Source: an optimization exercise on an open RTL-to-GDS flow (aim: small area and a short achievable clock period). Production flows keep margins and buffers that such runs may drop. Where RTL was checked, it was by simulation tests only, not by an equivalence proof against the original. No activity file was given, so power comes from the tool's default toggle rates.

## run 1
## inst_rom_resp
module inst_rom_resp #(
  parameter int          DEPTH     = 64,
  parameter logic [31:0] NOP_INSTR = 32'h0000_0013
) (
  input  logic        clk_i_ROM,
  input  logic        reset_i_ROM,
  input  logic        chip_enable_i_ROM,
  input  logic [31:0] pc_addr_i_ROM,
  input  logic        load_en_i_ROM,
  input  logic [31:0] load_addr_i_ROM,
  input  logic [31:0] load_data_i_ROM,
  output logic [31:0] inst_o_ROM,
  output logic        inst_valid_o_ROM,
  output logic        addr_fault_o_ROM,
  output logic        load_err_o_ROM,
  output logic [15:0] fetch_cnt_o_ROM,
  output logic [1:0]  state_o_ROM
);
  localparam int AW = (DEPTH > 1) ? $clog2(DEPTH) : 1;
  logic [1:0]             state;
  logic [DEPTH-1:0][31:0] mem;
  logic en;
  logic pc_in_range, ld_in_range;
  logic active, fetch_ok, fetch_oob, fetch_nop, load_ok, load_bad;
  assign en = chip_enable_i_ROM;
  assign pc_in_range = ~|pc_addr_i_ROM[31:AW];
  assign ld_in_range = ~|load_addr_i_ROM[31:AW];
  assign active    = ~state[1];
  assign fetch_ok  = en & active & pc_in_range;
  assign fetch_oob = en & active & ~pc_in_range;
  assign fetch_nop = en & (state == 2'd2);
  assign load_ok  = load_en_i_ROM & (state == 2'd0) & ~en & ld_in_range;
  assign load_bad = load_en_i_ROM & ~load_ok;
  logic          wr_pend;
  ...
Size in the first run: about 2200 flip-flops, about 150 I/O pins, ~75000 um^2 of cells after synthesis.
Settings: LEC_CHECK=0, CAP_MARGIN=20, CORE_MARGIN=2, CORE_UTILIZATION=40, CTS_CLUSTER_DIAMETER=80, CTS_CLUSTER_SIZE=24, SETUP_SLACK_MARGIN=1.1, SLEW_MARGIN=20, SYNTH_HIERARCHICAL=1, SYNTH_MINIMUM_KEEP_SIZE=0; clock period 3.3 ns.
standard.sh (not shown) runs the stock make flow with config.mk's settings and CLKGATE_MAP_FILE= SYNTH_SCRIPT=/design/flow/synth_recipe.tcl, a recipe that flattens the netlist after the stock synthesis.
==> flow/flow/run.sh <==
#!/bin/bash
# The standard layout, with two changes: ports get buf_2 buffers instead of the
# smallest (slow delay) buffer, and timing repair may swap a cell for one of
# another footprint. Each step's full output goes to a log file here.
set -euo pipefail
bash standard.sh synth > synth.log 2>&1
bash standard.sh finish MATCH_CELL_FOOTPRINT=0 \
  "BUFFER_PORTS_ARGS=-buffer_cell sky130_fd_sc_hd__buf_2" > layout.log 2>&1
Setup changes, run 1 to run 2
- a change of CORE_UTILIZATION from 40 to 52
- a change of CTS_CLUSTER_SIZE from 24 to 30
- a change of CTS_CLUSTER_DIAMETER from 80 to 100
## What came out
- Delta (run 2 minus run 1): total chip power now sits lower, worst path required time shrank by 0.04 ns.
- The clock-pin slew on the worst setup and hold paths reported for run 2 is greater than that of run 1 by 0.02 ns.
- Summary of run 2 over run 1: total clock buffers created by CTS went down by about 27%, global-route usage now larger, utilization after layout went up.
Inputs modified between run 2 and run 3:
- SETUP_SLACK_MARGIN: 1.1 -> 0.9
- CTS_CLUSTER_SIZE: 30 -> 24
- CTS_CLUSTER_DIAMETER: 100 -> 80
- CORE_UTILIZATION: 52 -> 40
Notes after the runs:
Run 2 -> run 3: routability-driven placement congestion ratio decreased by a few percent. Run 3 has final worst slack below what run 2 had. Re total number of placement rows: run 3 is 19 up on run 2. Cell count: run 3 higher than run 2. Compared with run 2, run 3 shows a setup fix buffers added after clock tree synthesis that is 9 lower. Cmp run 2 and run 3 / wire length / lower: run 3. From run 2 to run 3 the numbers moved as follows: power rose 11%; buffering overhead fell 0.79 points.
Inputs modified between run 3 and run 4:
- SETUP_SLACK_MARGIN changed from 0.9 to 1.25
- Looking at utilization of the core after routing, run 4 sits 2.1 points higher than run 3 does.
- Between run 3 and run 4, the flow reports power attributed to the clock group decreasing by a few percent.
- A highest routed metal layer of met5 is what run 3 shows, while met4 belongs to run 4.
- Going from run 3 to run 4, clock skew has decreased; internal power shrank by about 1.1%.
No functional check of the RTL was part of any run of this note.


## before
inst_rom_resp, a different RTL version from the one above (not shown whole).
For scale: about 6,400 cells after synthesis, ~2,200 flip-flops, roughly 150 I/O pins, ~74,000 sq um of cells after synthesis.
Settings: LEC_CHECK=0, CAP_MARGIN=20, CORE_MARGIN=2, CORE_UTILIZATION=40, CTS_CLUSTER_DIAMETER=100, CTS_CLUSTER_SIZE=28, SETUP_SLACK_MARGIN=1.1, SLEW_MARGIN=20, SYNTH_HIERARCHICAL=1, SYNTH_MINIMUM_KEEP_SIZE=0; clock period 3.3 ns.
Scripts as last shown in full above: flow/flow/run.sh
The following lists how after was set up differently from before:
- changing CTS_CLUSTER_SIZE from 28 to 30
==> flow/flow/run.sh <==
#!/bin/bash
# The standard layout, with two changes: ports get buf_4 buffers instead of the
# smallest (slow delay) buffer, and timing repair may swap a cell for one of
# another footprint. Each step's full output goes to a log file here.
set -euo pipefail
bash standard.sh synth > synth.log 2>&1
bash standard.sh finish MATCH_CELL_FOOTPRINT=0 \
  "BUFFER_PORTS_ARGS=-buffer_cell sky130_fd_sc_hd__buf_4" > layout.log 2>&1
Lower minimum setup slack among reg-to-reg paths was reported by after, not before.
Number of non-clock buffers on after is down relative to before.
Of the two values seen for launch point of the critical path, pc_addr_i_ROM[1] was produced by after and pc_addr_i_ROM[5] by before.
after was carried through to the last stage, and its layout satisfied the timing, design-rule and antenna checks.
The global-route wire length before repair of after exceeds that of before by 0.50%.
On share of total power in sequential cells, before and after are basically level.
Going from before to after, met3 wire length up about 3.7%; minimum clock period after layout saw an increase; critical path data required time moved down.
after: overall routing resource usage higher than before


== oak ==
inst_rom_resp, a different RTL version from the one above (not shown whole).
Size in the first run: ~6400 cells after synthesis, about 2200 flip-flops, roughly 150 I/O pins, about 75000 sq um of cells after synthesis.
clock: 3.3 ns
lec_check: 0
cap_margin: 20
core_margin: 2
core_utilization: 40
setup_slack_margin: 1.1
slew_margin: 20
synth_hierarchical: 1
synth_minimum_keep_size: 0
==> flow/flow/run.sh <==
#!/bin/bash
# The standard layout, with two changes: ports get buf_4 buffers instead of the
# smallest (slow delay) buffer, and timing repair may swap a cell for one of
# another footprint. Each step's full output goes to a log file here.
set -euo pipefail
bash standard.sh synth > synth.log 2>&1
bash standard.sh finish MATCH_CELL_FOOTPRINT=0 \
  "BUFFER_PORTS_ARGS=-buffer_cell sky130_fd_sc_hd__buf_4" > layout.log 2>&1
oak: all stages complete, timing, DRC and antenna checks passed
Changes in pine relative to oak:
# oak
export LEC_CHECK = 0
export CAP_MARGIN = 20
export CORE_MARGIN = 2
export CORE_UTILIZATION = 40
export SETUP_SLACK_MARGIN = 1.1
export SLEW_MARGIN = 20
export SYNTH_HIERARCHICAL = 1
export SYNTH_MINIMUM_KEEP_SIZE = 0
create_clock -name core_clock -period 3.3 [get_ports {clk_i_ROM}]
# pine
export LEC_CHECK = 0
export CAP_MARGIN = 20
export CORE_MARGIN = 2
export CORE_UTILIZATION = 40
export CTS_CLUSTER_DIAMETER = 100
export CTS_CLUSTER_SIZE = 30
export SETUP_SLACK_MARGIN = 1.1
export SLEW_MARGIN = 20
export SYNTH_HIERARCHICAL = 1
export SYNTH_MINIMUM_KEEP_SIZE = 0
create_clock -name core_clock -period 3.3 [get_ports {clk_i_ROM}]
Notes after the runs:
- NOTE count of buffers not belonging to the clock network in the layout oak->pine increased slightly
- oak reports its capturing instance or port of the critical path as inst_o_ROM[17] while pine reports inst_o_ROM[20].
- pine vs oak on first-pass GRT wire length: pine is the lower one.
- pine against oak: number of antenna violations at the first check in global routing climbed 1, slack of the critical path fell by 8.4 ps, pin slew with the least headroom to its limit now sits lower, sequential share of layout area now sits higher, proportion of power drawn by the clock network saw a decrease.
Function was not checked in any run of this note: the RTL went through the layout flow alone.

-- port drivers added, routing unchanged --
The flow's constraints put no driver on any port. The routed layouts listed below were extracted and timed again, unchanged, in two steps.
Step 1 (the two cells are an assumption about what drives the block):
set clk [get_ports {clk_i_ROM}]
set_driving_cell -lib_cell sky130_fd_sc_hd__clkbuf_16 $clk
set_driving_cell -lib_cell sky130_fd_sc_hd__buf_2 [delete_from_list [all_inputs] $clk]
Step 2 moves the port delays by t, midway between the first and last clock arrival at a register: inputs arrive t later, outputs are due t later. That takes back most of the time a late clock gives input paths.
a / b / c = no drivers / after step 1 / after step 2; a / b = the first two.
run | t (ns) | setup WS [ns] | worst hold slack (ns) | cell pins on the clock port's net
run 1 | 0.871 | 0.973 / 1.011 / 0.149 | 0.095 / 0.035 / 0.479 | 1
run 2 | 0.826 | 1.025 / 0.950 / 0.124 | 0.043 / -0.009 / 0.482 | 1
run 3 | 0.883 | 0.782 / 0.827 / -0.056 | 0.048 / 0.051 / 0.477 | 1
run 4 | 0.857 | 0.988 / 0.993 / 0.137 | 0.118 / 0.069 / 0.478 | 1
before | 0.840 | 1.027 / 1.065 / 0.245 | 0.133 / 0.067 / 0.482 | 1
after | 0.824 | 1.006 / 1.016 / 0.249 | 0.045 / -0.015 / 0.484 | 1
oak | 0.927 | 0.943 / 0.949 / 0.022 | 0.075 / 0.019 / 0.471 | 1
pine | 0.835 | 0.935 / 0.884 / 0.049 | 0.041 / -0.010 / 0.482 | 1
Met with ideal ports but missed after step 2: setup timing in run 3. For oak, which loses most, drivers alone change the setup slack by +0.006 ns; drivers and shift together by -0.921 ns.
